What follows belongs to an exercise in optimizing a design on an open flow for small area, a short achievable clock period and few clock cycles per item; a production flow would make more cautious choices.
Function was checked by simulation only, so behaviour that the tests miss may differ from the original.

## flow/constraint.sdc

```tcl
create_clock -name core_clock -period 10.0 [get_ports {clk}]
set_input_delay 2.0000 -clock core_clock [delete_from_list [all_inputs] [get_ports {clk}]]
set_output_delay 2.0000 -clock core_clock [all_outputs]
set_load 0.01 [all_outputs]
```

## flow/run.sh

```bash
#!/bin/bash
# synth_recipe.tcl (not shown) runs the flow's synth.tcl, then flattens the netlist and writes it again
# the make line also repeats each setting of config.mk as NAME=value (left out here)
make -C /OpenROAD-flow-scripts/flow DESIGN_CONFIG=/design/flow/config.mk WORK_HOME=/design/flow/orfs CLKGATE_MAP_FILE= SYNTH_SCRIPT=/design/flow/synth_recipe.tcl finish
```

## flow/config.mk

```make
export PLATFORM = sky130hd
export DESIGN_NAME = weight_update_top
export DESIGN_NICKNAME = weight_update_top
export VERILOG_FILES = /design/flow/design.v
export SDC_FILE = /design/flow/constraint.sdc
export NUM_CORES = 4
export LEC_CHECK = 0
export ABC_AREA = 1
export CAP_MARGIN = 20
export CORE_MARGIN = 2
export CORE_UTILIZATION = 40
export SETUP_SLACK_MARGIN = 5
export SLEW_MARGIN = 20
export TNS_END_PERCENT = 100
```

## flow/design.v

```verilog
package wupd_pkg;
    localparam int NUM_TAPS   = 8;
    localparam int ERR_W      = 14;
    localparam int REF_W      = 14;
    localparam int WEIGHT_W   = 16;
    localparam int PROD_W     = 28;
    localparam int NORM_W     = 32;
    localparam int NORM_SHIFT = 10;
    localparam int QUOT_W     = 27;
    typedef logic signed [ERR_W-1:0]    err_t;
    typedef logic signed [REF_W-1:0]    ref_t;
    typedef logic signed [WEIGHT_W-1:0] weight_t;
    typedef logic signed [PROD_W-1:0]   prod_t;
    typedef logic signed [NORM_W-1:0]   norm_t;
    typedef logic [$clog2(NUM_TAPS)-1:0] tap_idx_t;
    typedef ref_t    [NUM_TAPS-1:0] ref_vec_t;
    typedef weight_t [NUM_TAPS-1:0] weight_vec_t;
    typedef struct packed
    {
        prod_t   prod;       
        weight_t weight;     
    } div_req_t;
    typedef enum logic [1:0]
    {
        S_IDLE,
        S_MULT,
        S_DIV,
        S_WAIT
    } seq_state_t;
endpackage
`timescale 1ns/10ps
module weight_update_top
(
    input  logic                  clk,
    input  logic                  rstn,
    input  logic                  start,
    input  wupd_pkg::err_t        e,
    input  wupd_pkg::ref_vec_t    ref_vec,
    input  wupd_pkg::norm_t       n,
    output wupd_pkg::weight_vec_t weights,
    output logic                  busy,
    output logic                  done
);
    localparam int K  = 4;               
    localparam int NW = 26;              
    localparam int DW = 21;              
    localparam int XW = 20;              
    localparam int NI = XW / K;          
    localparam int CW = $clog2(NI);
    logic       accept;
    logic [3:0] ft;          
    logic       mv;          
    logic       m_en;
    logic       pv;          
    logic       dv;          
    logic       dtl;         
    logic [CW-1:0] cnt;        
    logic       wbv;         
    logic       wbl;         
    logic       dlast;
    logic       dload;
    logic       p_en;
    logic [CW-1:0] ld_cnt;      
    assign accept = start && !busy;
    assign dlast  = dv && (cnt == '0);
    assign dload  = pv && (!dv || dlast);
    assign p_en   = mv && (!pv || dload);
    assign m_en   = busy && !done && (!mv || p_en) && !ft[3];
    always_ff @(posedge clk or negedge rstn)
    begin
        if (!rstn)
        begin
            busy <= 1'b0;
            done <= 1'b0;
            ft   <= '0;
            mv   <= 1'b0;
            pv   <= 1'b0;
            dv   <= 1'b0;
            dtl  <= 1'b0;
            cnt  <= '0;
            wbv  <= 1'b0;
            wbl  <= 1'b0;
        end
        else
        begin
            done <= wbv && wbl;
            if (accept)
                busy <= 1'b1;
            else if (done)
                busy <= 1'b0;
            if (wbv && wbl)
                ft <= '0;
            else if (m_en)
                ft <= ft + 1'b1;
            if (m_en)
                mv <= 1'b1;
            else if (p_en)
                mv <= 1'b0;
            if (p_en)
                pv <= 1'b1;
            else if (dload)
                pv <= 1'b0;
            if (dload)
            begin
                dv  <= 1'b1;
                dtl <= ft[3] && !mv;
                cnt <= ld_cnt;
            end
            else if (dlast)
                dv <= 1'b0;
            else if (dv)
                cnt <= cnt - 1'b1;
            wbv <= dlast;
            wbl <= dlast && dtl;
        end
    end
    logic [3:0]  ft_nx;
    logic [13:0] r_sel;
    logic [13:0] em_q;
    logic [13:0] rx_q;       
    logic        rs_q;
    logic        sg_q;
    logic [DW-1:0] d_q;
    logic        dok_q;
    logic [4:0]  dbl_q;
    logic [4:0]  dbl;
    logic [8*14-1:0] ref_flat;
    assign ft_nx    = (wbv && wbl) ? 4'd0 : (ft + 4'(m_en));
    assign ref_flat = ref_vec;
    assign r_sel    = ref_flat[ft_nx[2:0]*14 +: 14];
    always_comb
    begin
        dbl = '0;
        for (int i = 0; i < DW; i++)
            if (n[10 + i])
                dbl = 5'(i + 1);
    end
    always_ff @(posedge clk)
    begin
        em_q  <= e[13] ? 14'(-e) : 14'(e);
        rx_q  <= r_sel ^ {14{r_sel[13]}};
        rs_q  <= r_sel[13];
        sg_q  <= e[13] ^ r_sel[13];
        d_q   <= n[30:10];
        dok_q <= !n[31] && (n[30:10] != '0);
        dbl_q <= dbl;
    end
    logic [21:0]   mh_q;
    logic [5:0]    ml_q;
    logic          ms_q;
    logic          mneg_q;
    logic [NW-1:0] p_q;
    logic          pneg_q;
    logic [27:0]   prod;
    always_ff @(posedge clk)
    begin
        if (m_en)
        begin
            mh_q   <= {8'b0, em_q} * {14'b0, rx_q[13:6]};
            ml_q   <= rx_q[5:0];
            ms_q   <= rs_q;
            mneg_q <= sg_q;
        end
    end
    assign prod = {mh_q, 6'b0}
                + {14'b0, em_q} * {22'b0, ml_q}
                + (ms_q ? {14'b0, em_q} : 28'b0)
                + {27'b0, mneg_q};
    always_ff @(posedge clk)
    begin
        if (p_en)
        begin
            p_q    <= prod[NW:1];
            pneg_q <= mneg_q;
        end
    end
    logic [4:0]          nbl;
    logic signed [6:0]   j0;
    logic                ld_sat;
    logic [DW+XW-1:0]    ax0;
    always_comb
    begin
        nbl = '0;
        for (int i = 0; i < NW; i++)
            if (p_q[i])
                nbl = 5'(i + 1);
    end
    assign j0 = 7'(nbl) - 7'(dbl_q);
    always_comb
    begin
        ld_cnt = '0;
        for (int c = 1; c < NI; c++)
            if (!j0[6] && (j0[5:0] >= 6'(K * c)))
                ld_cnt = CW'(c);
        ld_sat = !j0[6] && (j0[5:0] >= 6'(XW));
    end
    always_comb
    begin
        ax0 = '0;
        for (int c = 0; c < NI; c++)
            if (ld_cnt == CW'(c))
                ax0 = (DW+XW)'({{(DW+XW-NW){1'b0}}, p_q} << (XW - K * (c + 1)));
    end
    logic [DW-1:0] a_q;
    logic [XW-1:0] x_q;
    logic          dneg_q;
    logic          dsat_q;
    logic [DW-1:0] a_nx;
    logic [XW-1:0] x_nx;
    logic [DW+1:0] d3_q;
    always_ff @(posedge clk)
        d3_q <= {1'b0, d_q, 1'b0} + {2'b0, d_q};
    always_comb
    begin
        logic [DW+1:0] ash;
        logic [DW+2:0] t1;
        logic [DW+2:0] t2;
        logic [DW+2:0] t3;
        a_nx = a_q;
        x_nx = x_q;
        for (int k = 0; k < K / 2; k++)
        begin
            ash = {a_nx, x_nx[XW-1 -: 2]};
            t1  = {1'b0, ash} - {3'b0, d_q};
            t2  = {1'b0, ash} - {2'b0, d_q, 1'b0};
            t3  = {1'b0, ash} - {1'b0, d3_q};
            if (!t3[DW+2])
            begin
                a_nx = t3[DW-1:0];
                x_nx = {x_nx[XW-3:0], 2'd3};
            end
            else if (!t2[DW+2])
            begin
                a_nx = t2[DW-1:0];
                x_nx = {x_nx[XW-3:0], 2'd2};
            end
            else if (!t1[DW+2])
            begin
                a_nx = t1[DW-1:0];
                x_nx = {x_nx[XW-3:0], 2'd1};
            end
            else
            begin
                a_nx = ash[DW-1:0];
                x_nx = {x_nx[XW-3:0], 2'd0};
            end
        end
    end
    always_ff @(posedge clk)
    begin
        if (dload)
        begin
            {a_q, x_q} <= ax0;
            dneg_q     <= pneg_q;
            dsat_q     <= ld_sat;
        end
        else
        begin
            a_q <= a_nx;
            x_q <= x_nx;
        end
    end
    logic [XW-1:0]       wq_q;
    logic                wneg_q;
    logic                wsat_q;
    logic [8*16-1:0]     ring;
    logic signed [15:0]  w0;
    logic signed [XW+1:0] sum;
    logic [15:0]         wres;
    localparam logic signed [XW+1:0] S_MAX = 32767;
    localparam logic signed [XW+1:0] S_MIN = -32768;
    always_ff @(posedge clk)
    begin
        wq_q   <= x_nx;
        wneg_q <= dneg_q;
        wsat_q <= dsat_q;
    end
    assign w0  = ring[15:0];
    assign sum = wneg_q ? ((XW+2)'(w0) - (XW+2)'({2'b00, wq_q}))
                        : ((XW+2)'(w0) + (XW+2)'({2'b00, wq_q}));
    always_comb
    begin
        if (!dok_q)
            wres = w0;
        else if (wsat_q)
            wres = wneg_q ? 16'h8000 : 16'h7fff;
        else if (sum > S_MAX)
            wres = 16'h7fff;
        else if (sum < S_MIN)
            wres = 16'h8000;
        else
            wres = sum[15:0];
    end
    always_ff @(posedge clk or negedge rstn)
    begin
        if (!rstn)
        begin
            ring <= '0;
        end
        else if (wbv)
        begin
            ring <= {wres, ring[8*16-1:16]};
        end
    end
    assign weights = ring;
endmodule
```

==> results of run 1 <==
==> repair_timing <==
action,CTS,global route
setup buffers,40,60
pin swaps,10,74
gates cloned,3,8
resized for setup,93,251
endpoints found under the setup margin,39,59
==> sequential cells by signal, indices dropped and copies added (netlist names), 3 cells and up <==
register,flops
dbl_q,5
ml_q,6
cnt,3
em_q,14
wq_q,20
rx_q,13
d3_q,23
a_q,21
x_q,20
d_q,21
ring,128
p_q,26
mh_q,21
ft,4
==> final cells by class <==
cell class / instances / area (sq um) / area share [%]
Clock inverter: 18 / 180 / 0.477
Sequential cell: 343 / 8240 / 21.8
Tap cell: 978 / 1220 / 3.24
Inverter: 626 / 2420 / 6.40
Timing Repair inverter: 1 / 5.00 / 0.0132
Multi-Input combinational cell: 3089 / 20600 / 54.6
Timing Repair Buffer: 398 / 3890 / 10.3
Clock buffer: 60 / 1210 / 3.20
==> metal layers <==
metal | share of wire, % | up-vias
li1 | - | 14200
met1 | 44 | 13500
met3 | 5.1 | 155
met5 | 0.013 | -
met4 | 2.8 | 2
met2 | 48 | 804
==> worst max path at each step <==
stage                       start  endpoint
after global routing       d_q[8]   a_q[20]
after CTS                  d_q[2]   a_q[17]
after detailed placement   d_q[1]   a_q[10]
after floorplan           em_q[0]   p_q[23]
final                     d_q[14]   a_q[17]
after global placement     d_q[1]   a_q[10]
==> metrics by stage <==
| step | std cells |
|---|---|
| 2_1_floorplan | 4171 |
| 3_3_place_gp | 5324 |
| 3_5_place_dp | 5324 |
| 4_1_cts | 5445 |
| 5_1_grt | 5513 |
| 6_report | 5513 |
==> critical path: cells and delay by family, from the launching register on <==
kind | cells | cell delay, ns
AO/OA/AOI/OAI | 2 | 0.28
adder cells (fa/ha/maj) | 2 | 0.59
buffers and inverters | 4 | 0.83
flip-flops | 1 | 0.37
AND/OR/NAND/NOR | 23 | 2.74
==> cells in the mapped netlist, types with 8 or more instances <==
cell,n
sky130_fd_sc_hd__nand2_1,1239
sky130_fd_sc_hd__inv_1,614
sky130_fd_sc_hd__a21oi_1,293
sky130_fd_sc_hd__ha_1,279
sky130_fd_sc_hd__nor2_1,209
sky130_fd_sc_hd__o21ai_0,196
sky130_fd_sc_hd__nand3_1,162
sky130_fd_sc_hd__dfrtp_1,143
sky130_fd_sc_hd__fa_1,143
sky130_fd_sc_hd__dfxtp_1,142
sky130_fd_sc_hd__xor2_1,135
sky130_fd_sc_hd__clkbuf_1,95
sky130_fd_sc_hd__xnor2_1,67
sky130_fd_sc_hd__edfxtp_1,58
sky130_fd_sc_hd__o22ai_1,36
sky130_fd_sc_hd__nor3_1,35
sky130_fd_sc_hd__a221oi_1,32
sky130_fd_sc_hd__nand4_1,26
sky130_fd_sc_hd__o211ai_1,26
sky130_fd_sc_hd__o21bai_1,26
sky130_fd_sc_hd__a21o_1,20
sky130_fd_sc_hd__a31oi_1,20
sky130_fd_sc_hd__o21ai_1,18
sky130_fd_sc_hd__nor4_1,16
sky130_fd_sc_hd__or2_2,16
sky130_fd_sc_hd__o221ai_1,15
sky130_fd_sc_hd__a21boi_0,10
sky130_fd_sc_hd__buf_2,8
sky130_fd_sc_hd__inv_2,8
==> kinds of logic (layout without fill, tap and decap cells) <==
logic type | after synthesis | in the layout | share of synthesized area (%)
simple gates | 1735 | 1743 | 23.2
buf+inv | 747 | 1103 | 9.48
compound gates | 720 | 720 | 13.6
fa+ha+maj | 422 | 422 | 20.9
flops | 343 | 343 | 26.9
xor+xnor | 202 | 202 | 5.82
mux | 2 | 2 | 0.0700
==> run summary, run 1 <==
----------------------------------------------------
[Placed design]
  Worst setup slack before clock tree synthesis ... about 3.5 ns
  Final weighted congestion of routability-driven global placement ... 0.943
  Number of buffer cells added on primary ports ... 280
  Placement-stage cell area ... 34,000 sq um
  Hpwl dp ... between 70,000 and 80,000 um

[Timing]
  Final-layout worst hold slack ... 0.339 ns
  Setup clock skew after layout ... 0.0380 ns
  Setup-failing EPs final ... 0
  Pin slew with the least headroom to its limit ... 0.998 ns
  Setup repair after global routing missed its margin ... true
  Slew Limit Fails ... 0
  Rel. slew slack ... ~33%
  Crit path time final ... 4.96 ns
  Setup TNS ... 0 ns
  Period utilisation layout ... 49.6%
  Final hold violation count ... 0
  Final Worst Setup Slack ... around 5 ns
  Upper clock frequency limit ... between 200 and 250 MHz

[Finish]
  Share of final-layout standard cells stronger than drive strength 1 ... 10.5%
  Commonest non-fill, non-tap cells in the layout ... 1,207 x sky130_fd_sc_hd__nand2_1, 585 x sky130_fd_sc_hd__inv_1, 279 x sky130_fd_sc_hd__clkdlybuf4s50_1
  ANT cells ... 0
  Area added between synthesis and finish ... 24.3%
  Most frequent standard cell in the layout excluding fill and tap cells ... sky130_fd_sc_hd__nand2_1
  Filler instances ... about 7,500
  Net count of the finished layout ... 5,084
  Design area ... 37,800 sq um
  Final core area utilization ... 50.0%

[Logic synthesis]
  Main flop type after synthesis ... sky130_fd_sc_hd__dfrtp_1
  EDFF count, synth ... 58
  Synthesized cell area ... 30,400 sq um
  Area fraction of the dominant cell type after synthesis ... 15.3%
  Library cells used by synthesis ... 63
  Number of nets produced by synthesis ... 4,754
  Fraction of the yosys area taken by sequential cells ... between 20% and 30%
  Post-synthesis sequential element count ... roughly 340
  Yosys warns ... 1
  Top cell type by total area after synthesis ... sky130_fd_sc_hd__nand2_1
  Post-synthesis average cell area ... 7.29 sq um
  Synth async-reset ratio ... 41.7%
  Syn Inst Count ... 4,171
  Cell types occupying the most area after synthesis ... sky130_fd_sc_hd__nand2_1 15%, sky130_fd_sc_hd__dfrtp_1 12%, sky130_fd_sc_hd__ha_1 11%

[CTS]
  Clock latency on the worst-skew pair ... 0.59 ns
  Root buffer cell ... sky130_fd_sc_hd__clkbuf_16
  Clock slew seen by the registers of the worst setup and hold paths ... 0.06 ns
  Clock buffers created by TritonCTS ... 42
  Clock Sinks ... 343
  Deepest clock path buffer count ... 3
  Number of buffers inserted by hold repair at cts ... 0
  TritonCTS clock tree ... built
  CTS HTree Levels ... 2

[Setup path]
  Highest cell delay on the worst timing path ... 0.40 ns
  Type of destination of the critical path ... register
  CP Class ... register to register
  Origin of the critical flop-to-flop path ... d_q[14]
  Register-to-register path setup slack ... between 5 and 6 ns
  Max stage delay cell, worst path ... sky130_fd_sc_hd__ha_4
  Worst reg2reg endpoint ... a_q[17]
  Kind of launch point of the worst setup path ... register
  Critical Path Most Common Cell ... sky130_fd_sc_hd__nand2_1
  CP Max Fanout ... 8
  Endpoint arrival time on the critical path ... between 5 and 6 ns
  Length in cells of the worst reg-to-reg path ... 31
  Required @ worst endpoint ... between 10 and 15 ns

[Worst hold path]
  Worst min-delay path class ... register to register
  Hold path endpoint ... wneg_q
  Cell depth of the worst min-delay path ... 0
  Source of the worst hold timing path ... dneg_q

[Global routing]
  Maximum number of pins on one net before global-route repair ... 106
  Global routing usage summed across all routing layers ... 24.2%
  GRT met3 Usage ... 2.59%
  Layer with the highest usage after global routing ... met2
  Number of global-route vias before repair ... 27,500
  First-pass GRT wire length ... 151,000 um
  Total congestion overflow ... 0
  Met1 layer usage reported by global route ... 32.6%
  Initial antenna violation count ... 1
  GR Util met2 ... 41.3%

[Drt]
  Drt first pass iters ... 5
  Number of remaining DRC errors ... 0
  Vias per cell ... 5.19
  Routed Wire Length ... 98,900 um
  Routed via count ... 28,600
  Number of violations reported at the end of detailed-routing iteration 0 ... 2,065
  ANT nets after route ... 0
  Post-detailed-route wirelength per cell ... 17.9 um

[Floorplanning]
  Floorplan Core Area ... between 70,000 and 80,000 sq um
  Die footprint ... just under 80,000 sq um
  Horizontal die dimension ... 280 um
  I/O pin cnt ... 291
  Placement Rows ... between 100 and 150
  Vertical extent of the die ... around 280 um
  Initial core utilization ... 40.2%

[Run status]
  Run status ... no timing/DRC/antenna violations

[Flow run]
  Number of maximum-capacitance constraint violations ... 0

----------------------------------------------------
Testbench counts, summed over its fixed seeds: cycles 7,465, updates 384.
==> run 2, diff against run 1 <==
--- a/flow/design.v
+++ b/flow/design.v
@@ -45,7 +45,8 @@
     localparam int NW = 26;              
     localparam int DW = 21;              
-    localparam int XW = 20;              
-    localparam int NI = XW / K;          
+    localparam int XW = 18;              
+    localparam int NI = (XW - 2) / K;    
     localparam int CW = $clog2(NI);
+    localparam int TW = 20;              
     logic       accept;
     logic [3:0] ft;          
@@ -123,17 +124,9 @@
     logic [DW-1:0] d_q;
     logic        dok_q;
-    logic [4:0]  dbl_q;
-    logic [4:0]  dbl;
+    logic [TW-1:0] tm_q;    
     logic [8*14-1:0] ref_flat;
     assign ft_nx    = (wbv && wbl) ? 4'd0 : (ft + 4'(m_en));
     assign ref_flat = ref_vec;
     assign r_sel    = ref_flat[ft_nx[2:0]*14 +: 14];
-    always_comb
-    begin
-        dbl = '0;
-        for (int i = 0; i < DW; i++)
-            if (n[10 + i])
-                dbl = 5'(i + 1);
-    end
     always_ff @(posedge clk)
     begin
@@ -144,5 +137,6 @@
         d_q   <= n[30:10];
         dok_q <= !n[31] && (n[30:10] != '0);
-        dbl_q <= dbl;
+        for (int k = 0; k < TW; k++)
+            tm_q[k] <= ((n[30:10] >> (k + 1)) == '0);
     end
     logic [21:0]   mh_q;
@@ -175,23 +169,57 @@
         end
     end
-    logic [4:0]          nbl;
-    logic signed [6:0]   j0;
+    logic [DW-1:0]       a_q;
+    logic [XW-1:0]       x_q;
+    logic                dneg_q;
+    logic                dsat_q;
+    logic [DW-1:0]       a_nx;
+    logic [XW-1:0]       x_nx;
+    logic [DW-1:0]       a_ld;
+    logic [XW-1:0]       x_ld;
     logic                ld_sat;
     logic [DW+XW-1:0]    ax0;
+    logic [DW+1:0] d3_q;
+    always_ff @(posedge clk)
+        d3_q <= {1'b0, d_q, 1'b0} + {2'b0, d_q};
+    function automatic logic [DW+XW-1:0] r4_step(input logic [DW+XW-1:0] ax,
+                                                  input logic [DW-1:0]    dd,
+                                                  input logic [DW+1:0]    dv3);
+        logic [DW-1:0] a;
+        logic [XW-1:0] x;
+        logic [DW+1:0] ash;
+        logic [DW+2:0] t1;
+        logic [DW+2:0] t2;
+        logic [DW+2:0] t3;
+        a = ax[DW+XW-1:XW];
+        x = ax[XW-1:0];
+        ash = {a, x[XW-1 -: 2]};
+        t1  = {1'b0, ash} - {3'b0, dd};
+        t2  = {1'b0, ash} - {2'b0, dd, 1'b0};
+        t3  = {1'b0, ash} - {1'b0, dv3};
+        if (!t3[DW+2])
+            r4_step = {t3[DW-1:0], x[XW-3:0], 2'd3};
+        else if (!t2[DW+2])
+            r4_step = {t2[DW-1:0], x[XW-3:0], 2'd2};
+        else if (!t1[DW+2])
+            r4_step = {t1[DW-1:0], x[XW-3:0], 2'd1};
+        else
+            r4_step = {ash[DW-1:0], x[XW-3:0], 2'd0};
+    endfunction
     always_comb
     begin
-        nbl = '0;
-        for (int i = 0; i < NW; i++)
-            if (p_q[i])
-                nbl = 5'(i + 1);
-    end
-    assign j0 = 7'(nbl) - 7'(dbl_q);
-    always_comb
-    begin
+        logic ge;
         ld_cnt = '0;
         for (int c = 1; c < NI; c++)
-            if (!j0[6] && (j0[5:0] >= 6'(K * c)))
+        begin
+            ge = 1'b0;
+            for (int i = 2 + K * c; i < NW; i++)
+                if (i - (2 + K * c) < TW)
+                    ge = ge | (p_q[i] & tm_q[i - (2 + K * c)]);
+            if (ge)
                 ld_cnt = CW'(c);
-        ld_sat = !j0[6] && (j0[5:0] >= 6'(XW));
+        end
+        ld_sat = 1'b0;
+        for (int i = XW; i < NW; i++)
+            ld_sat = ld_sat | (p_q[i] & tm_q[i - XW]);
     end
     always_comb
@@ -200,50 +228,14 @@
         for (int c = 0; c < NI; c++)
             if (ld_cnt == CW'(c))
-                ax0 = (DW+XW)'({{(DW+XW-NW){1'b0}}, p_q} << (XW - K * (c + 1)));
+                ax0 = (DW+XW)'({{(DW+XW-NW){1'b0}}, p_q} << (XW - 2 - K * (c + 1)));
     end
-    logic [DW-1:0] a_q;
-    logic [XW-1:0] x_q;
-    logic          dneg_q;
-    logic          dsat_q;
-    logic [DW-1:0] a_nx;
-    logic [XW-1:0] x_nx;
-    logic [DW+1:0] d3_q;
-    always_ff @(posedge clk)
-        d3_q <= {1'b0, d_q, 1'b0} + {2'b0, d_q};
+    assign {a_ld, x_ld} = r4_step(ax0, d_q, d3_q);
     always_comb
     begin
-        logic [DW+1:0] ash;
-        logic [DW+2:0] t1;
-        logic [DW+2:0] t2;
-        logic [DW+2:0] t3;
-        a_nx = a_q;
-        x_nx = x_q;
+        logic [DW+XW-1:0] ax;
+        ax = {a_q, x_q};
         for (int k = 0; k < K / 2; k++)
-        begin
-            ash = {a_nx, x_nx[XW-1 -: 2]};
-            t1  = {1'b0, ash} - {3'b0, d_q};
-            t2  = {1'b0, ash} - {2'b0, d_q, 1'b0};
-            t3  = {1'b0, ash} - {1'b0, d3_q};
-            if (!t3[DW+2])
-            begin
-                a_nx = t3[DW-1:0];
-                x_nx = {x_nx[XW-3:0], 2'd3};
-            end
-            else if (!t2[DW+2])
-            begin
-                a_nx = t2[DW-1:0];
-                x_nx = {x_nx[XW-3:0], 2'd2};
-            end
-            else if (!t1[DW+2])
-            begin
-                a_nx = t1[DW-1:0];
-                x_nx = {x_nx[XW-3:0], 2'd1};
-            end
-            else
-            begin
-                a_nx = ash[DW-1:0];
-                x_nx = {x_nx[XW-3:0], 2'd0};
-            end
-        end
+            ax = r4_step(ax, d_q, d3_q);
+        {a_nx, x_nx} = ax;
     end
     always_ff @(posedge clk)
@@ -251,7 +243,8 @@
         if (dload)
         begin
-            {a_q, x_q} <= ax0;
-            dneg_q     <= pneg_q;
-            dsat_q     <= ld_sat;
+            a_q    <= a_ld;
+            x_q    <= x_ld;
+            dneg_q <= pneg_q;
+            dsat_q <= ld_sat;
         end
         else
--- a/flow/config.mk
+++ b/flow/config.mk
@@ -7,8 +7,8 @@
 export LEC_CHECK = 0
 export ABC_AREA = 1
-export CAP_MARGIN = 20
+export CAP_MARGIN = 5
 export CORE_MARGIN = 2
 export CORE_UTILIZATION = 40
 export SETUP_SLACK_MARGIN = 5
-export SLEW_MARGIN = 20
+export SLEW_MARGIN = 5
 export TNS_END_PERCENT = 100
==> run 2 against run 1 <==
Still clean. Cell count grew 16%. Global-route usage increased by 3.1 points. Via count is 20% higher. Clock-buffer cell count is 1 higher. First-iteration DRC count up 40%. Synthesized cell count is 15% higher. Routed wire length increased by 28%. Clock skew up 0.0083 ns.
==> run summary, run 2 <==
----------------------------------------------------
[Floorplanning]
  I/O pin cnt ... 291 (unchanged)
  Initial core utilization ... 40.4% (+0.17 points)
  Die footprint ... 88,500 sq um (+13%)
  Floorplan Core Area ... 85,300 sq um (+13%)
  Placement Rows ... 107 (+5.9%)
  Horizontal die dimension ... 297 um (+6.4%)
  Vertical extent of the die ... 297 um (+6.4%)

[Finish]
  Net count of the finished layout ... 5,839 (+15%)
  Area added between synthesis and finish ... 25.2%
  Commonest non-fill, non-tap cells in the layout ... 1,344 x sky130_fd_sc_hd__nand2_1, 628 x sky130_fd_sc_hd__inv_1, 332 x sky130_fd_sc_hd__a21oi_1
  Biggest regs ... ring x128, p_q x26, d3_q x23
  Share of final-layout standard cells stronger than drive strength 1 ... 12.6% (+2.1 points)
  Design area ... 43,100 sq um (+14%)
  Most frequent standard cell in the layout excluding fill and tap cells ... sky130_fd_sc_hd__nand2_1
  Filler instances ... 8,495 (+14%)
  Max FFs per register ... 128 (unchanged)
  Top reg by flops ... ring
  ANT cells ... 0 (unchanged)

[Timing]
  Setup clock skew after layout ... 0.0463 ns (+0.00831 ns)
  Upper clock frequency limit ... 202 MHz (+0.46%)
  Setup TNS ... 0 ns (unchanged)
  Final hold violation count ... 0 (unchanged)
  Crit path time final ... 4.94 ns (-0.0229 ns)
  Final Worst Setup Slack ... 5.06 ns (+0.0229 ns)
  Setup repair after global routing missed its margin ... true
  Rel. slew slack ... 32.2% (-1.2 points)
  Final-layout worst hold slack ... 0.307 ns (-0.0321 ns)
  Setup-failing EPs final ... 0 (unchanged)
  Slew Limit Fails ... 0 (unchanged)
  Pin slew with the least headroom to its limit ... 1.02 ns (+0.0175 ns)
  Period utilisation layout ... 49.4% (-0.23 points)

[Worst hold path]
  Cell depth of the worst min-delay path ... 0 (unchanged)
  Hold path endpoint ... wneg_q
  Source of the worst hold timing path ... dneg_q
  Worst min-delay path class ... register to register

[Placed design]
  Hpwl dp ... 94,600 um (+27%)
  Worst setup slack before clock tree synthesis ... 3.49 ns (-0.0555 ns)
  Placement-stage cell area ... 38,300 sq um (+12%)
  Final weighted congestion of routability-driven global placement ... 0.998 (+5.8%)
  Number of buffer cells added on primary ports ... 280 (unchanged)

[Drt]
  Drt first pass iters ... 6 (+1)
  Number of violations reported at the end of detailed-routing iteration 0 ... 2,893 (+40%)
  Number of remaining DRC errors ... 0 (unchanged)
  Routed Wire Length ... 127,000 um (+28%)
  Post-detailed-route wirelength per cell ... 19.9 um (+11%)
  ANT nets after route ... 0 (unchanged)
  Vias per cell ... 5.39 (+3.8%)
  Routed via count ... 34,300 (+20%)

[Setup path]
  Origin of the critical flop-to-flop path ... d_q[15]
  CP Class ... register to register
  Required @ worst endpoint ... 10.46 ns (about the same)
  Type of destination of the critical path ... register
  Critical Path Most Common Cell ... sky130_fd_sc_hd__buf_4
  Max stage delay cell, worst path ... sky130_fd_sc_hd__ha_1
  Highest cell delay on the worst timing path ... 0.40 ns (about the same)
  Worst reg2reg endpoint ... a_q[4]
  CP Max Fanout ... 10 (+2)
  Kind of launch point of the worst setup path ... register
  Length in cells of the worst reg-to-reg path ... 27 (-13%)
  Register-to-register path setup slack ... 5.06 ns (+0.02 ns)
  Endpoint arrival time on the critical path ... 5.41 ns (about the same)

[Global routing]
  Number of global-route vias before repair ... 32,400 (+18%)
  Initial antenna violation count ... 2 (+1)
  First-pass GRT wire length ... 189,000 um (+25%)
  Global routing usage summed across all routing layers ... 27.3% (+3.1 points)
  Maximum number of pins on one net before global-route repair ... 99 (-6.6%)
  Total congestion overflow ... 0 (unchanged)

[Logic synthesis]
  Syn Inst Count ... 4,807 (+15%)
  Area fraction of the dominant cell type after synthesis ... 15.0% (-0.29 points)
  EDFF count, synth ... 58 (unchanged)
  Library cells used by synthesis ... 72 (+14%)
  Main flop type after synthesis ... sky130_fd_sc_hd__dfxtp_1
  Number of nets produced by synthesis ... 5,448 (+15%)
  Post-synthesis average cell area ... 7.16 sq um (-1.7%)
  Post-synthesis sequential element count ... 353 (+2.9%)
  Yosys warns ... 1 (unchanged)
  Synth async-reset ratio ... 40.2% (-1.5 points)
  Cell types occupying the most area after synthesis ... sky130_fd_sc_hd__nand2_1 15%, sky130_fd_sc_hd__ha_1 12%, sky130_fd_sc_hd__dfrtp_1 10%
  Most common cell in the synthesized netlist ... sky130_fd_sc_hd__nand2_1
  Fraction of the yosys area taken by sequential cells ... 24.3% (-2.6 points)
  Synth top cells by count ... 1,377 x sky130_fd_sc_hd__nand2_1, 658 x sky130_fd_sc_hd__inv_1, 367 x sky130_fd_sc_hd__a21oi_1, 335 x sky130_fd_sc_hd__ha_1, 246 x sky130_fd_sc_hd__nand3_1
  Synthesized cell area ... 34,400 sq um (+13%)
  Top cell type by total area after synthesis ... sky130_fd_sc_hd__nand2_1

[CTS]
  Clock latency on the worst-skew pair ... 0.61 ns (+0.02 ns)
  Clock slew seen by the registers of the worst setup and hold paths ... 0.06 ns (about the same)
  Deepest clock path buffer count ... 3 (unchanged)
  Clock Sinks ... 353 (+2.9%)
  Clock buffers created by TritonCTS ... 43 (+2.4%)
  Root buffer cell ... sky130_fd_sc_hd__clkbuf_16
  Number of buffers inserted by hold repair at cts ... 0 (unchanged)
  TritonCTS clock tree ... built
  CTS HTree Levels ... 2 (unchanged)

[Flow run]
  Number of maximum-capacitance constraint violations ... 0 (unchanged)

[Run status]
  Run status ... no timing/DRC/antenna violations

----------------------------------------------------
run 2: worst max path at each step:
stage            start       to  depth (start not counted)
5_1_grt        d_q[14]  a_q[16]                         24
2_1_floorplan  ml_q[0]  p_q[24]                         21
6_report       d_q[15]   a_q[4]                         27
3_5_place_dp    d_q[1]   x_q[0]                         20
4_1_cts        d_q[20]   a_q[5]                         26
3_3_place_gp    d_q[1]   x_q[1]                         20
run 2: cell type report:
| class | instances | area (sq um) | area share [%] |
|---|---|---|---|
| timing repair inverter | 5 | 48.8 | 0.113 |
| timing repair buffer | 461 | 4550 | 10.5 |
| clock inverter | 16 | 210 | 0.487 |
| tap | 1144 | 1430 | 3.32 |
| multi-input combinational | 3657 | 24600 | 57.0 |
| clock buffer | 61 | 1220 | 2.84 |
| sequential | 353 | 8420 | 19.5 |
| inverter | 677 | 2650 | 6.15 |
run 2: per-layer routing:
| metal | share of wire (%) | global-route usage [%] |
|---|---|---|
| met4 | 4.4 | 10.6 |
| met1 | 42 | 36.7 |
| met3 | 8.7 | 4.35 |
| met5 | 0.014 | 0 |
| met2 | 45 | 43.9 |
run 2: cells by family after synthesis:
kind of cell | after synthesis | synth area share (%)
XOR/XNOR | 235 | 5.98
buffers and inverters | 807 | 9.18
adder cells (fa/ha/maj) | 480 | 20.6
AND/OR/NAND/NOR | 2103 | 26.0
flip-flops | 353 | 24.3
AO/OA/AOI/OAI | 828 | 14.0
multiplexers | 1 | 0.0327
run 2: worst max-delay path, delay by kind of cell (launching register included):
| family | cells | cell delay (ns) |
|---|---|---|
| compound gates | 8 | 1.36 |
| fa+ha+maj | 2 | 0.73 |
| buf+inv | 5 | 0.83 |
| flops | 1 | 0.37 |
| simple gates | 12 | 1.47 |
run 2: per-stage QoR:
step | utilization (%) | instances
finish | 50.6 | 6374
global route | 50.6 | 6374
CTS | 48.1 | 6278
detailed placement | 44.9 | 6128
global placement | 44.9 | 6128
floorplan | - | 4807
run 2: repair_timing:
item	4_1_cts	5_1_grt
pin swaps	17	55
setup endpoints to repair	34	50
cloned	9	8
setup buffers	64	88
endpoints found under the hold margin	0	0
gates resized for setup	149	263
Testbench counts of run 2, summed over its fixed seeds: cycles 6,316, updates 384.
==> run 3, diff against run 2 <==
--- a/flow/config.mk
+++ b/flow/config.mk
@@ -7,8 +7,8 @@
 export LEC_CHECK = 0
 export ABC_AREA = 1
-export CAP_MARGIN = 5
+export CAP_MARGIN = 20
 export CORE_MARGIN = 2
 export CORE_UTILIZATION = 40
 export SETUP_SLACK_MARGIN = 5
-export SLEW_MARGIN = 5
+export SLEW_MARGIN = 20
 export TNS_END_PERCENT = 100
==> run 3 against run 2 <==
Register-to-register slack about the same. Area after synthesis unchanged. Clock-buffer cell count unchanged. First-iteration DRC count unchanged. Die area unchanged. Routed wire length unchanged. Flip-flop and latch count unchanged. Cell area unchanged. Critical path type unchanged.
==> run summary, run 3 <==
----------------------------------------------------
[Timing]
  Final-layout worst hold slack ... 0.307 ns (unchanged)
  Pin slew with the least headroom to its limit ... 1.02 ns (unchanged)
  Final hold violation count ... 0 (unchanged)
  Period utilisation layout ... 49.4% (unchanged)
  Crit path time final ... 4.94 ns (unchanged)
  Upper clock frequency limit ... 202 MHz (unchanged)
  Setup-failing EPs final ... 0 (unchanged)
  Setup clock skew after layout ... 0.0463 ns (unchanged)
  Setup repair after global routing missed its margin ... true
  Setup TNS ... 0 ns (unchanged)
  Slew Limit Fails ... 0 (unchanged)
  Final Worst Setup Slack ... 5.06 ns (unchanged)
  Rel. slew slack ... 32.2% (unchanged)

[Floorplanning]
  Horizontal die dimension ... 297 um (unchanged)
  Die footprint ... 88,500 sq um (unchanged)
  I/O pin cnt ... 291 (unchanged)
  Placement Rows ... 107 (unchanged)
  Initial core utilization ... 40.4% (unchanged)
  Vertical extent of the die ... 297 um (unchanged)
  Floorplan Core Area ... 85,300 sq um (unchanged)

[Logic synthesis]
  Most common cell in the synthesized netlist ... sky130_fd_sc_hd__nand2_1
  Syn Inst Count ... 4,807 (unchanged)
  Area fraction of the dominant cell type after synthesis ... 15.0% (unchanged)
  Yosys warns ... 1 (unchanged)
  Main flop type after synthesis ... sky130_fd_sc_hd__dfxtp_1
  EDFF count, synth ... 58 (unchanged)
  Cell types occupying the most area after synthesis ... sky130_fd_sc_hd__nand2_1 15%, sky130_fd_sc_hd__ha_1 12%, sky130_fd_sc_hd__dfrtp_1 10%
  Library cells used by synthesis ... 72 (unchanged)
  Post-synthesis average cell area ... 7.16 sq um (unchanged)
  Post-synthesis sequential element count ... 353 (unchanged)
  Fraction of the yosys area taken by sequential cells ... 24.3% (unchanged)
  Synthesized cell area ... 34,400 sq um (unchanged)
  Synth top cells by count ... 1,377 x sky130_fd_sc_hd__nand2_1, 658 x sky130_fd_sc_hd__inv_1, 367 x sky130_fd_sc_hd__a21oi_1, 335 x sky130_fd_sc_hd__ha_1, 246 x sky130_fd_sc_hd__nand3_1
  Synth async-reset ratio ... 40.2% (unchanged)
  Number of nets produced by synthesis ... 5,448 (unchanged)
  Top cell type by total area after synthesis ... sky130_fd_sc_hd__nand2_1

[Setup path]
  Kind of launch point of the worst setup path ... register
  CP Max Fanout ... 10 (unchanged)
  CP Class ... register to register
  Endpoint arrival time on the critical path ... 5.41 ns (about the same)
  Type of destination of the critical path ... register
  Required @ worst endpoint ... 10.46 ns (about the same)
  Length in cells of the worst reg-to-reg path ... 27 (unchanged)

[Global routing]
  Global routing usage summed across all routing layers ... 27.3% (unchanged)
  Number of global-route vias before repair ... 32,400 (unchanged)
  Total congestion overflow ... 0 (unchanged)
  First-pass GRT wire length ... 189,000 um (unchanged)
  Initial antenna violation count ... 2 (unchanged)
  Maximum number of pins on one net before global-route repair ... 99 (unchanged)

[CTS]
  Clock buffers created by TritonCTS ... 43 (unchanged)
  Clock latency on the worst-skew pair ... 0.61 ns (about the same)
  CTS HTree Levels ... 2 (unchanged)
  Root buffer cell ... sky130_fd_sc_hd__clkbuf_16
  Deepest clock path buffer count ... 3 (unchanged)
  Clock Sinks ... 353 (unchanged)
  Clock slew seen by the registers of the worst setup and hold paths ... 0.06 ns (about the same)
  TritonCTS clock tree ... built

[Finish]
  Top reg by flops ... ring
  Most frequent standard cell in the layout excluding fill and tap cells ... sky130_fd_sc_hd__nand2_1
  Share of final-layout standard cells stronger than drive strength 1 ... 12.6% (unchanged)
  Net count of the finished layout ... 5,839 (unchanged)
  Commonest non-fill, non-tap cells in the layout ... 1,344 x sky130_fd_sc_hd__nand2_1, 628 x sky130_fd_sc_hd__inv_1, 332 x sky130_fd_sc_hd__a21oi_1
  Area added between synthesis and finish ... 25.2% (unchanged)
  Biggest regs ... ring x128, p_q x26, d3_q x23
  Max FFs per register ... 128 (unchanged)
  ANT cells ... 0 (unchanged)
  Filler instances ... 8,495 (unchanged)

[Drt]
  Number of remaining DRC errors ... 0 (unchanged)
  Vias per cell ... 5.39 (unchanged)
  Routed via count ... 34,300 (unchanged)
  Routed Wire Length ... 127,000 um (unchanged)
  Number of violations reported at the end of detailed-routing iteration 0 ... 2,893 (unchanged)
  Drt first pass iters ... 6 (unchanged)
  Post-detailed-route wirelength per cell ... 19.9 um (unchanged)
  ANT nets after route ... 0 (unchanged)

[Worst hold path]
  Worst min-delay path class ... register to register
  Cell depth of the worst min-delay path ... 0 (unchanged)

[Placed design]
  Hpwl dp ... 94,600 um (unchanged)
  Number of buffer cells added on primary ports ... 280 (unchanged)
  Worst setup slack before clock tree synthesis ... 3.49 ns (unchanged)
  Final weighted congestion of routability-driven global placement ... 0.998 (unchanged)

[Run status]
  Run status ... no timing/DRC/antenna violations

[Flow run]
  Number of maximum-capacitance constraint violations ... 0 (unchanged)

----------------------------------------------------
==> run 3: cell counts after synthesis <==
Identical to the previous run, type by type.
==> run 3: metal layers <==
layer | global-route usage, % | up-vias | part of all wire [%]
met5 | 0 | - | 0.014
met1 | 36.7 | 16100 | 42
li1 | - | 16600 | -
met2 | 43.9 | 1360 | 45
met4 | 10.6 | 2 | 4.4
met3 | 4.35 | 294 | 8.7
==> run 3: path summary, 6_finish.rpt <==
path                       slack [ns]  startpoint       to
max in group asynchronous        7.22        rstn      wbv
min                              0.31      dneg_q   wneg_q
min reg2reg                      0.31      dneg_q   wneg_q
max reg2reg                      5.06     d_q[15]   a_q[4]
max                              5.06     d_q[15]   a_q[4]
min in group asynchronous        1.48        rstn  ring[1]
==> run 3: critical path, stage by stage, from the launching register on <==
cell                       delay [ns]
sky130_fd_sc_hd__dfxtp_1         0.37
sky130_fd_sc_hd__inv_1           0.06
sky130_fd_sc_hd__buf_4           0.22
sky130_fd_sc_hd__ha_1            0.40
sky130_fd_sc_hd__a21o_1          0.23
sky130_fd_sc_hd__nand3_1         0.07
sky130_fd_sc_hd__nand2_1         0.11
sky130_fd_sc_hd__a21oi_4         0.21
sky130_fd_sc_hd__buf_4           0.17
sky130_fd_sc_hd__nand3_4         0.17
sky130_fd_sc_hd__o21ai_0         0.18
sky130_fd_sc_hd__nand3_1         0.16
sky130_fd_sc_hd__o21ai_0         0.11
sky130_fd_sc_hd__buf_4           0.19
sky130_fd_sc_hd__ha_2            0.33
sky130_fd_sc_hd__nand2_2         0.11
sky130_fd_sc_hd__o21ai_0         0.10
sky130_fd_sc_hd__a221oi_1        0.32
sky130_fd_sc_hd__nand3_2         0.22
sky130_fd_sc_hd__nand3_4         0.13
sky130_fd_sc_hd__nand2_1         0.08
sky130_fd_sc_hd__nand2_2         0.12
sky130_fd_sc_hd__nand3_4         0.14
sky130_fd_sc_hd__buf_4           0.19
sky130_fd_sc_hd__a21oi_1         0.11
sky130_fd_sc_hd__o21ai_1         0.10
sky130_fd_sc_hd__nand3_1         0.09
sky130_fd_sc_hd__nand2_1         0.07
==> run 3: cells by family (layout without fill, tap and decap cells) <==
family / after synthesis / in the layout / synth area share, %
flops: 353 / 353 / 24.3
simple gates: 2103 / 2113 / 26.0
buf+inv: 807 / 1220 / 9.18
compound gates: 828 / 828 / 14.0
fa+ha+maj: 480 / 480 / 20.6
mux: 1 / 1 / 0.0327
xor+xnor: 235 / 235 / 5.98
==> run 3: what timing repair did <==
action | in CTS | in global routing
pin swaps | 17 | 55
hold buffers | 0 | 0
endpoints found under the setup margin | 34 | 50
buffers inserted | 64 | 88
cloned | 9 | 8
gates resized for setup | 149 | 263
==> run 3: layout make-up <==
| class | count | area [sq um] | area share (%) |
|---|---|---|---|
| multi-input cells | 3657 | 24600 | 57.0 |
| repair buffers | 461 | 4550 | 10.5 |
| well taps | 1144 | 1430 | 3.32 |
| flip-flops and latches | 353 | 8420 | 19.5 |
| inverters | 677 | 2650 | 6.15 |
| clock buffers | 61 | 1220 | 2.84 |
| clock inverters | 16 | 210 | 0.487 |
| repair inverters | 5 | 48.8 | 0.113 |
==> run 3: stage by stage <==
step	util [%]	instances	area (sq um)
detailed placement	44.9	6128	38300
global route	50.6	6374	43100
floorplan	-	4807	34400
finish	50.6	6374	43100
global placement	44.9	6128	38300
CTS	48.1	6278	41100
==> run 4, diff against run 3 <==
--- a/flow/config.mk
+++ b/flow/config.mk
@@ -10,5 +10,5 @@
 export CORE_MARGIN = 2
 export CORE_UTILIZATION = 40
-export SETUP_SLACK_MARGIN = 5
+export SETUP_SLACK_MARGIN = 3.5
 export SLEW_MARGIN = 20
 export TNS_END_PERCENT = 100
==> run 4 against run 3 <==
Register-to-register slack worse by 1.3 ns. Via count down 3.9%. Routed wire length down 6.1%. Synthesized cell count unchanged. Sequential share of layout area up 1.5 points. Core utilization down 3.9 points.
==> run summary, run 4 <==
----------------------------------------------------
[Setup path]
  CP Class ... register to register
  Register-to-register path setup slack ... 3.75 ns (-1.31 ns)
  CP Cell Sequence ... inv_1 -> ha_1 -> nand3_1 -> nand2_1 -> a21boi_2 -> o21ai_2 -> nand2_1 -> nand3_2 -> inv_2 -> o21ai_0 -> ha_1 -> a21o_1 -> a221oi_1 -> nand3_1 -> nand3_1 -> a21boi_0 -> nor2_4 -> nand2_1 -> o21ai_1 -> nand3_1 -> nand2_1
  Endpoint arrival time on the critical path ... 6.77 ns (+1.36 ns)
  Required @ worst endpoint ... 10.52 ns (+0.06 ns)
  Type of destination of the critical path ... register
  CP Max Fanout ... 29 (+19)
  Kind of launch point of the worst setup path ... register
  Max stage delay cell, worst path ... sky130_fd_sc_hd__o21ai_0
  Highest cell delay on the worst timing path ... 1.08 ns (+0.68 ns)

[Floorplanning]
  Floorplan Core Area ... 85,300 sq um (unchanged)
  Vertical extent of the die ... 297 um (unchanged)
  Die footprint ... 88,500 sq um (unchanged)
  I/O pin cnt ... 291 (unchanged)
  Initial core utilization ... 40.4% (unchanged)
  Placement Rows ... 107 (unchanged)
  Horizontal die dimension ... 297 um (unchanged)

[Timing]
  Crit path time final ... 6.25 ns (+1.31 ns)
  Rel. slew slack ... 14.3% (-18 points)
  Upper clock frequency limit ... 160 MHz (-21%)
  Period utilisation layout ... 62.5% (+13 points)
  Setup-failing EPs final ... 0 (unchanged)
  Slew Limit Fails ... 0 (unchanged)
  Setup clock skew after layout ... 0.0513 ns (+0.00495 ns)
  Setup repair after global routing missed its margin ... false
  Final hold violation count ... 0 (unchanged)
  Setup TNS ... 0 ns (unchanged)
  Pin slew with the least headroom to its limit ... 1.27 ns (+0.257 ns)

[Logic synthesis]
  Syn Inst Count ... 4,807 (unchanged)
  Area fraction of the dominant cell type after synthesis ... 15.0% (unchanged)
  Fraction of the yosys area taken by sequential cells ... 24.3% (unchanged)
  Post-synthesis sequential element count ... 353 (unchanged)
  Synth async-reset ratio ... 40.2% (unchanged)
  Synth top cells by count ... 1,377 x sky130_fd_sc_hd__nand2_1, 658 x sky130_fd_sc_hd__inv_1, 367 x sky130_fd_sc_hd__a21oi_1, 335 x sky130_fd_sc_hd__ha_1, 246 x sky130_fd_sc_hd__nand3_1
  Top cell type by total area after synthesis ... sky130_fd_sc_hd__nand2_1
  Number of nets produced by synthesis ... 5,448 (unchanged)
  Cell types occupying the most area after synthesis ... sky130_fd_sc_hd__nand2_1 15%, sky130_fd_sc_hd__ha_1 12%, sky130_fd_sc_hd__dfrtp_1 10%
  EDFF count, synth ... 58 (unchanged)
  Post-synthesis average cell area ... 7.16 sq um (unchanged)
  Yosys warns ... 1 (unchanged)
  Main flop type after synthesis ... sky130_fd_sc_hd__dfxtp_1
  Synthesized cell area ... 34,400 sq um (unchanged)
  Most common cell in the synthesized netlist ... sky130_fd_sc_hd__nand2_1
  Library cells used by synthesis ... 72 (unchanged)

[Global routing]
  Total congestion overflow ... 0 (unchanged)
  Global routing usage summed across all routing layers ... 26.2% (-1.0 points)
  First-pass GRT wire length ... 182,000 um (-3.3%)
  Initial antenna violation count ... 4 (+2)
  Maximum number of pins on one net before global-route repair ... 99 (unchanged)
  Number of global-route vias before repair ... 31,600 (-2.5%)

[Finish]
  Design area ... 39,800 sq um (-7.8%)
  Filler instances ... 8,815 (+3.8%)
  Number of standard cells in the final layout excluding fillers ... 6,206 (-2.6%)
  Commonest non-fill, non-tap cells in the layout ... 1,377 x sky130_fd_sc_hd__nand2_1, 657 x sky130_fd_sc_hd__inv_1, 367 x sky130_fd_sc_hd__a21oi_1
  Top reg by flops ... ring
  Max FFs per register ... 128 (unchanged)
  Total area of sequential cells ... 8360 sq um (-0.71%)
  Most frequent standard cell in the layout excluding fill and tap cells ... sky130_fd_sc_hd__nand2_1
  Area added between synthesis and finish ... 15.5%
  Net count of the finished layout ... 5,671 (-2.9%)
  Share of final-layout standard cells stronger than drive strength 1 ... 4.35% (-8.3 points)
  ANT cells ... 0 (unchanged)
  Final core area utilization ... 46.6% (-3.9 points)
  Footprint of the multi-input gates ... 23,000 sq um (-6.5%)
  Biggest regs ... ring x128, p_q x26, d3_q x23

[Placed design]
  Number of cells after detailed placement ... 6,128 (unchanged)
  Hpwl dp ... 94,600 um (unchanged)
  Final weighted congestion of routability-driven global placement ... 0.998 (unchanged)
  Number of buffer cells added on primary ports ... 280 (unchanged)
  Placement-stage cell area ... 38,300 sq um (unchanged)

[Drt]
  Vias per cell ... 5.32 (-1.3%)
  Number of violations reported at the end of detailed-routing iteration 0 ... 2,864 (-1.0%)
  Routed Wire Length ... 119,000 um (-6.1%)
  Routed via count ... 33,000 (-3.9%)
  Drt first pass iters ... 6 (unchanged)
  Post-detailed-route wirelength per cell ... 19.2 um (-3.6%)
  ANT nets after route ... 0 (unchanged)
  Number of remaining DRC errors ... 0 (unchanged)

[Run status]
  Run status ... no timing/DRC/antenna violations

[CTS]
  Clock latency on the worst-skew pair ... 0.61 ns (about the same)
  TritonCTS clock tree ... built
  Deepest clock path buffer count ... 3 (unchanged)
  Clock buffers created by TritonCTS ... 43 (unchanged)
  CTS HTree Levels ... 2 (unchanged)
  Clock slew seen by the registers of the worst setup and hold paths ... 0.07 ns (about the same)
  Post-CTS repair timing setup buffer count ... 0 (-100%)
  Clock Sinks ... 353 (unchanged)
  Root buffer cell ... sky130_fd_sc_hd__clkbuf_16
  Number of buffers inserted by hold repair at cts ... 0 (unchanged)

[Worst hold path]
  Worst min-delay path class ... register to register

[Flow run]
  Number of maximum-capacitance constraint violations ... 0 (unchanged)

----------------------------------------------------
==> run 4: final timing paths <==
path,start,to,depth (start not counted)
max in group asynchronous,rstn,wbv,2
max,d3_q[1],a_q[9],21
min,dneg_q,wneg_q,0
min in group asynchronous,rstn,ring[1],1
max reg2reg,d3_q[1],a_q[9],21
min reg2reg,dneg_q,wneg_q,0
==> run 4: area by class of cell <==
type | instances | area share [%]
flip-flops and latches | 353 | 21.0
inverters | 677 | 6.41
multi-input cells | 3648 | 57.8
repair buffers | 307 | 7.56
clock inverters | 16 | 0.529
clock buffers | 61 | 3.08
well taps | 1144 | 3.60
==> run 4: worst max-delay path, delay by kind of cell (launching register included) <==
family,cells,cell delay [ns]
buf+inv,2,0.60
compound gates,7,2.31
fa+ha+maj,2,0.81
simple gates,10,1.97
flops,1,0.46
==> run 4: cell families (layout without fill, tap and decap cells) <==
group | Yosys count | after routing | synth area share, %
xor+xnor | 235 | 235 | 5.98
fa+ha+maj | 480 | 480 | 20.6
flops | 353 | 353 | 24.3
buf+inv | 807 | 1061 | 9.18
compound gates | 828 | 828 | 14.0
simple gates | 2103 | 2104 | 26.0
mux | 1 | 1 | 0.0327
==> run 4: stage by stage <==
| stage | setup WS (ns) | hold slack [ns] |
|---|---|---|
| final | 3.75 | 0.302 |
| after floorplan | 5.18 | 0.323 |
| after CTS | 3.60 | 0.295 |
| after detailed placement | 3.49 | 0.332 |
| after global placement | 3.48 | 0.327 |
| after global routing | 3.50 | 0.312 |
==> run 4: routing by layer <==
metal	part of all wire (%)	GRT usage, %	wire length, um	up-vias
li1	-	-	-	16200
met1	44	35.4	52700	15500
met2	46	43.4	54200	1132
met3	6.4	3.16	7650	214
met4	3.7	8.91	4340	0
met5	0	0	0	-
==> run 4: repair_timing <==
item | 4_1_cts | 5_1_grt
endpoints found under the setup margin | 3 | 24
gates resized for setup | 3 | 5
pin swaps | 0 | 2
gates cloned | 0 | 1
endpoints found under the hold margin | 0 | 0
==> run 5, diff against run 4 <==
--- a/flow/design.v
+++ b/flow/design.v
@@ -51,6 +51,4 @@
     logic       accept;
     logic [3:0] ft;          
-    logic       mv;          
-    logic       m_en;
     logic       pv;          
     logic       dv;          
@@ -66,6 +64,5 @@
     assign dlast  = dv && (cnt == '0);
     assign dload  = pv && (!dv || dlast);
-    assign p_en   = mv && (!pv || dload);
-    assign m_en   = busy && !done && (!mv || p_en) && !ft[3];
+    assign p_en   = busy && !done && (!pv || dload) && !ft[3];
     always_ff @(posedge clk or negedge rstn)
     begin
@@ -75,5 +72,4 @@
             done <= 1'b0;
             ft   <= '0;
-            mv   <= 1'b0;
             pv   <= 1'b0;
             dv   <= 1'b0;
@@ -92,10 +88,6 @@
             if (wbv && wbl)
                 ft <= '0;
-            else if (m_en)
+            else if (p_en)
                 ft <= ft + 1'b1;
-            if (m_en)
-                mv <= 1'b1;
-            else if (p_en)
-                mv <= 1'b0;
             if (p_en)
                 pv <= 1'b1;
@@ -105,5 +97,5 @@
             begin
                 dv  <= 1'b1;
-                dtl <= ft[3] && !mv;
+                dtl <= ft[3];
                 cnt <= ld_cnt;
             end
@@ -116,23 +108,33 @@
         end
     end
-    logic [3:0]  ft_nx;
-    logic [13:0] r_sel;
-    logic [13:0] em_q;
-    logic [13:0] rx_q;       
-    logic        rs_q;
-    logic        sg_q;
+    logic [3:0]    ft_nx;
+    logic [13:0]   r_sel;
+    logic [8*14-1:0] ref_flat;
+    logic          se;
+    logic          sr;
+    logic [12:0]   ex;
+    logic [12:0]   rx;
+    logic [12:0]   ex_q;
+    logic          se_q;
+    logic [15:0]   ph_q;     
+    logic [12:0]   rx_q;
+    logic          sr_q;
     logic [DW-1:0] d_q;
-    logic        dok_q;
-    logic [TW-1:0] tm_q;    
-    logic [8*14-1:0] ref_flat;
-    assign ft_nx    = (wbv && wbl) ? 4'd0 : (ft + 4'(m_en));
+    logic          dok_q;
+    logic [TW-1:0] tm_q;     
+    assign ft_nx    = (wbv && wbl) ? 4'd0 : (ft + 4'(p_en));
     assign ref_flat = ref_vec;
     assign r_sel    = ref_flat[ft_nx[2:0]*14 +: 14];
-    always_ff @(posedge clk)
-    begin
-        em_q  <= e[13] ? 14'(-e) : 14'(e);
-        rx_q  <= r_sel ^ {14{r_sel[13]}};
-        rs_q  <= r_sel[13];
-        sg_q  <= e[13] ^ r_sel[13];
+    assign se       = e[13];
+    assign sr       = r_sel[13];
+    assign ex       = e[12:0] ^ {13{se}};
+    assign rx       = r_sel[12:0] ^ {13{sr}};
+    always_ff @(posedge clk)
+    begin
+        ex_q  <= ex;
+        se_q  <= se;
+        ph_q  <= {3'b0, ex} * {13'b0, rx[12:10]};
+        rx_q  <= rx;
+        sr_q  <= sr;
         d_q   <= n[30:10];
         dok_q <= !n[31] && (n[30:10] != '0);
@@ -140,25 +142,15 @@
             tm_q[k] <= ((n[30:10] >> (k + 1)) == '0);
     end
-    logic [21:0]   mh_q;
-    logic [5:0]    ml_q;
-    logic          ms_q;
-    logic          mneg_q;
     logic [NW-1:0] p_q;
     logic          pneg_q;
+    logic          pneg;
     logic [27:0]   prod;
-    always_ff @(posedge clk)
-    begin
-        if (m_en)
-        begin
-            mh_q   <= {8'b0, em_q} * {14'b0, rx_q[13:6]};
-            ml_q   <= rx_q[5:0];
-            ms_q   <= rs_q;
-            mneg_q <= sg_q;
-        end
-    end
-    assign prod = {mh_q, 6'b0}
-                + {14'b0, em_q} * {22'b0, ml_q}
-                + (ms_q ? {14'b0, em_q} : 28'b0)
-                + {27'b0, mneg_q};
+    assign pneg = se_q ^ sr_q;
+    assign prod = {2'b0, ph_q, 10'b0}
+                + {15'b0, ex_q} * {18'b0, rx_q[9:0]}
+                + (se_q ? {15'b0, rx_q} : 28'b0)
+                + (sr_q ? {15'b0, ex_q} : 28'b0)
+                + {27'b0, se_q & sr_q}
+                + {27'b0, pneg};
     always_ff @(posedge clk)
     begin
@@ -166,5 +158,5 @@
         begin
             p_q    <= prod[NW:1];
-            pneg_q <= mneg_q;
+            pneg_q <= pneg;
         end
     end
--- a/flow/config.mk
+++ b/flow/config.mk
@@ -10,5 +10,5 @@
 export CORE_MARGIN = 2
 export CORE_UTILIZATION = 40
-export SETUP_SLACK_MARGIN = 3.5
+export SETUP_SLACK_MARGIN = 5
 export SLEW_MARGIN = 20
 export TNS_END_PERCENT = 100
==> run 5 against run 4 <==
Still clean. Largest cell class unchanged. Global-route usage is 2.2 points higher. Critical path depth is 24 higher. Flip-flop and latch count is 15 lower. Synthesized cell count is 3.9% lower. Sequential share of layout area is 3.0 points lower. Cell area is 11% higher. Die area is 4.5% lower. Non-clock buffer count is 315 higher.
==> run summary, run 5 <==
----------------------------------------------------
[Floorplanning]
  Die footprint ... 84,500 sq um (-4.5%)
  Horizontal die dimension ... 291 um (-2.3%)
  Initial core utilization ... 40.2% (-0.17 points)
  Vertical extent of the die ... 291 um (-2.3%)
  Placement Rows ... 105 (-1.9%)
  Floorplan Core Area ... 81,700 sq um (-4.2%)
  I/O pin cnt ... 291 (unchanged)

[Setup path]
  Type of destination of the critical path ... register
  CP Class ... register to register
  Kind of launch point of the worst setup path ... register
  Endpoint arrival time on the critical path ... 6.01 ns (-0.76 ns)
  Required @ worst endpoint ... 10.47 ns (-0.05 ns)
  Highest cell delay on the worst timing path ... 0.37 ns (-0.71 ns)
  Critical Path Most Common Cell ... sky130_fd_sc_hd__buf_6
  Register-to-register path setup slack ... 4.46 ns (+0.70 ns)
  CP Max Fanout ... 2 (-93%)
  Max stage delay cell, worst path ... sky130_fd_sc_hd__dfrtp_1

[Global routing]
  Number of global-route vias before repair ... 31,800 (+0.67%)
  Global routing usage summed across all routing layers ... 28.4% (+2.2 points)
  Total congestion overflow ... 0 (unchanged)
  Maximum number of pins on one net before global-route repair ... 110 (+11%)
  Initial antenna violation count ... 6 (+2)
  First-pass GRT wire length ... 187,000 um (+2.6%)

[Logic synthesis]
  Synthesized cell area ... 32,900 sq um (-4.6%)
  Fraction of the yosys area taken by sequential cells ... 23.6% (-0.65 points)
  Cell types occupying the most area after synthesis ... sky130_fd_sc_hd__nand2_1 16%, sky130_fd_sc_hd__ha_1 12%, sky130_fd_sc_hd__dfrtp_1 11%
  Post-synthesis average cell area ... 7.11 sq um (-0.74%)
  Synth top cells by count ... 1,373 x sky130_fd_sc_hd__nand2_1, 600 x sky130_fd_sc_hd__inv_1, 363 x sky130_fd_sc_hd__a21oi_1, 327 x sky130_fd_sc_hd__ha_1, 238 x sky130_fd_sc_hd__nor2_1
  Top cell type by total area after synthesis ... sky130_fd_sc_hd__nand2_1
  Yosys warns ... 1 (unchanged)
  Number of nets produced by synthesis ... 5,259 (-3.5%)
  EDFF count, synth ... 29 (-50%)
  Most common cell in the synthesized netlist ... sky130_fd_sc_hd__nand2_1
  Syn Inst Count ... 4,621 (-3.9%)
  Synth async-reset ratio ... 41.7% (+1.5 points)
  Area fraction of the dominant cell type after synthesis ... 15.7% (+0.68 points)
  Post-synthesis sequential element count ... 338 (-4.2%)
  Library cells used by synthesis ... 71 (-1.4%)
  Main flop type after synthesis ... sky130_fd_sc_hd__dfxtp_1

[Finish]
  Biggest regs ... ring x128, p_q x26, d3_q x23
  Area added between synthesis and finish ... 34.0%
  Filler instances ... 7,781 (-12%)
  Share of final-layout standard cells stronger than drive strength 1 ... 19.6% (+15 points)
  Net count of the finished layout ... 5,808 (+2.4%)
  Max FFs per register ... 128 (unchanged)
  Number of standard cells in the final layout excluding fillers ... 6,273 (+1.1%)
  Commonest non-fill, non-tap cells in the layout ... 1,281 x sky130_fd_sc_hd__nand2_1, 528 x sky130_fd_sc_hd__inv_1, 308 x sky130_fd_sc_hd__a21oi_1
  Top reg by flops ... ring
  Most frequent standard cell in the layout excluding fill and tap cells ... sky130_fd_sc_hd__nand2_1

[Placed design]
  Hpwl dp ... 89,200 um (-5.7%)
  Number of cells after detailed placement ... 5,848 (-4.6%)
  Final weighted congestion of routability-driven global placement ... 0.967 (-3.1%)
  Number of buffer cells added on primary ports ... 280 (unchanged)
  Worst setup slack before clock tree synthesis ... 2.78 ns (-0.702 ns)

[Worst hold path]
  Worst min-delay path class ... register to register

[Drt]
  Top layer used by detailed routing ... met5
  Post-detailed-route wirelength per cell ... 20.1 um (+4.9%)
  Wire length on met1 ... 52,300 um (-0.66%)
  Vias per cell ... 5.39 (+1.2%)
  Metal3 WL ... 9690 um (+27%)
  Drt first pass iters ... 8 (+2)
  Routed via count ... 33,800 (+2.3%)
  Number of remaining DRC errors ... 0 (unchanged)
  Number of violations reported at the end of detailed-routing iteration 0 ... 2,768 (-3.4%)
  Wire length on met2 ... 56,900 um (+5.0%)
  ANT nets after route ... 0 (unchanged)
  Routed Wire Length ... 126,000 um (+6.0%)

[CTS]
  CTS HTree Levels ... 2 (unchanged)
  Clock latency on the worst-skew pair ... 0.58 ns (-0.03 ns)
  Clock buffers created by TritonCTS ... 40 (-7.0%)
  Deepest clock path buffer count ... 3 (unchanged)
  Clock slew seen by the registers of the worst setup and hold paths ... 0.06 ns (about the same)
  Clock Sinks ... 338 (-4.2%)
  Root buffer cell ... sky130_fd_sc_hd__clkbuf_16
  Number of buffers inserted by hold repair at cts ... 0 (unchanged)
  TritonCTS clock tree ... built

[Timing]
  Setup TNS ... 0 ns (unchanged)
  Upper clock frequency limit ... 180 MHz (+13%)
  Setup clock skew after layout ... 0.0319 ns (-0.0193 ns)
  Setup repair after global routing missed its margin ... true
  Rel. slew slack ... 32.2% (+18 points)
  Pin slew with the least headroom to its limit ... 1.01 ns (-0.266 ns)
  Setup-failing EPs final ... 0 (unchanged)
  Crit path time final ... 5.54 ns (-0.703 ns)
  Slew Limit Fails ... 0 (unchanged)
  Final Worst Setup Slack ... 4.46 ns (+0.703 ns)
  Period utilisation layout ... 55.4% (-7.0 points)
  Final hold violation count ... 0 (unchanged)

[Run status]
  Run status ... no timing/DRC/antenna violations

[Flow run]
  Number of maximum-capacitance constraint violations ... 0 (unchanged)

----------------------------------------------------
[run 5: cell count changes in the layout (fill, tap and decap cells not counted), moves of 59 or more]
cell,delta
sky130_fd_sc_hd__nand2_1,-96
sky130_fd_sc_hd__inv_1,-129
sky130_fd_sc_hd__ha_1,-96
sky130_fd_sc_hd__a21oi_1,-59
sky130_fd_sc_hd__nand2_2,+69
sky130_fd_sc_hd__nand3_1,-76
sky130_fd_sc_hd__buf_4,+221
sky130_fd_sc_hd__ha_4,+74
[run 5: worst max-delay path: cells and delay by family (launching register included)]
family | cells | cell delay, ns
adder cells (fa/ha/maj) | 1 | 0.17
buffers and inverters | 42 | 4.59
flip-flops | 1 | 0.37
AO/OA/AOI/OAI | 1 | 0.20
AND/OR/NAND/NOR | 1 | 0.10
[run 5: final cells by class]
class / instances / area (sq um) / area share (%)
Clock inverter: 13 / 140 / 0.318
Inverter: 618 / 2520 / 5.73
Timing Repair Buffer: 622 / 6070 / 13.8
Clock buffer: 61 / 1190 / 2.70
Tap cell: 1070 / 1340 / 3.04
Sequential cell: 338 / 7930 / 18.0
Antenna cell: 1 / 2.50 / 0.00568
Multi-Input combinational cell: 3542 / 24800 / 56.3
Timing Repair inverter: 8 / 65.1 / 0.148
[run 5: through the flow]
| stage | area (sq um) | hold slack (ns) | utilization, % |
|---|---|---|---|
| after floorplan | 33100 | 0.323 | - |
| after global placement | 36700 | 0.327 | 44.9 |
| after detailed placement | 36700 | 0.329 | 44.9 |
| after CTS | 41100 | 0.343 | 50.3 |
| after global routing | 44000 | 0.356 | 53.9 |
| final | 44000 | 0.341 | 53.9 |
[run 5: cell families (layout without fill, tap and decap cells)]
kind of cell | after synthesis | after routing | share of synthesized area (%)
AO/OA/AOI/OAI | 827 | 828 | 14.4
XOR/XNOR | 232 | 232 | 6.18
adder cells (fa/ha/maj) | 477 | 477 | 21.6
buffers and inverters | 754 | 1322 | 8.91
flip-flops | 338 | 338 | 23.6
multiplexers | 1 | 1 | 0.0305
other | 0 | 1 | 0
AND/OR/NAND/NOR | 1992 | 2004 | 25.2
[run 5: repair_timing]
| item | CTS | global route |
|---|---|---|
| pin swaps | 70 | 136 |
| gates resized for setup | 337 | 425 |
| setup buffers | 174 | 151 |
| cloned | 21 | 3 |
| endpoints found under the setup margin | 55 | 47 |
[run 5: metal layers]
layer | global-route usage (%) | up-vias
li1 | - | 16300
met1 | 37.4 | 15800
met2 | 45.8 | 1397
met5 | 0 | -
met3 | 4.37 | 333
met4 | 13.3 | 10
[run 5: worst paths after layout]
check | from | endpoint | cells after the start
setup reg to reg | cnt[0] | cnt[1] | 45
hold reg to reg | dsat_q | wsat_q | 0
hold / removal | dsat_q | wsat_q | 0
max in group asynchronous | rstn | wbv | 2
setup / recovery | cnt[0] | cnt[1] | 45
min in group asynchronous | rstn | ring[58] | 1
Testbench counts of run 5, summed over its fixed seeds: cycles 5,932, updates 384.

## port drivers added, routing unchanged
The flow's constraints put no driver on any port. The routed layouts listed below were extracted and timed again, unchanged, in two steps.
Step 1, drivers: a clkbuf_16 drives clk and a buf_2 each remaining input, both assumed.
Step 2 moves the port delays by t, midway between the first and last clock arrival at a register: inputs arrive t later, outputs are due t later. That takes back most of the time a late clock gives input paths.
Slacks: ideal ports / drivers / drivers and shift; pairs: ideal ports / drivers.
run | t, ns | setup WS [ns] | worst setup path after step 2 | clock arrival spread, ns
run 1 | 0.643 | 5.035 / 5.035 / 5.035 | register to register | 0.040 / 0.041
run 2 | 0.657 | 5.058 / 5.058 / 5.058 | register to register | 0.046 / 0.047
run 3 | 0.657 | 5.058 / 5.058 / 5.058 | register to register | 0.046 / 0.047
run 4 | 0.653 | 3.753 / 3.753 / 3.753 | register to register | 0.051 / 0.051
run 5 | 0.630 | 4.456 / 4.456 / 4.011 | input to register | 0.035 / 0.034
After both steps setup and hold are still met in every run listed. For run 5, which loses most, drivers alone change the setup slack by 0.000 ns; drivers and shift together by -0.445 ns.
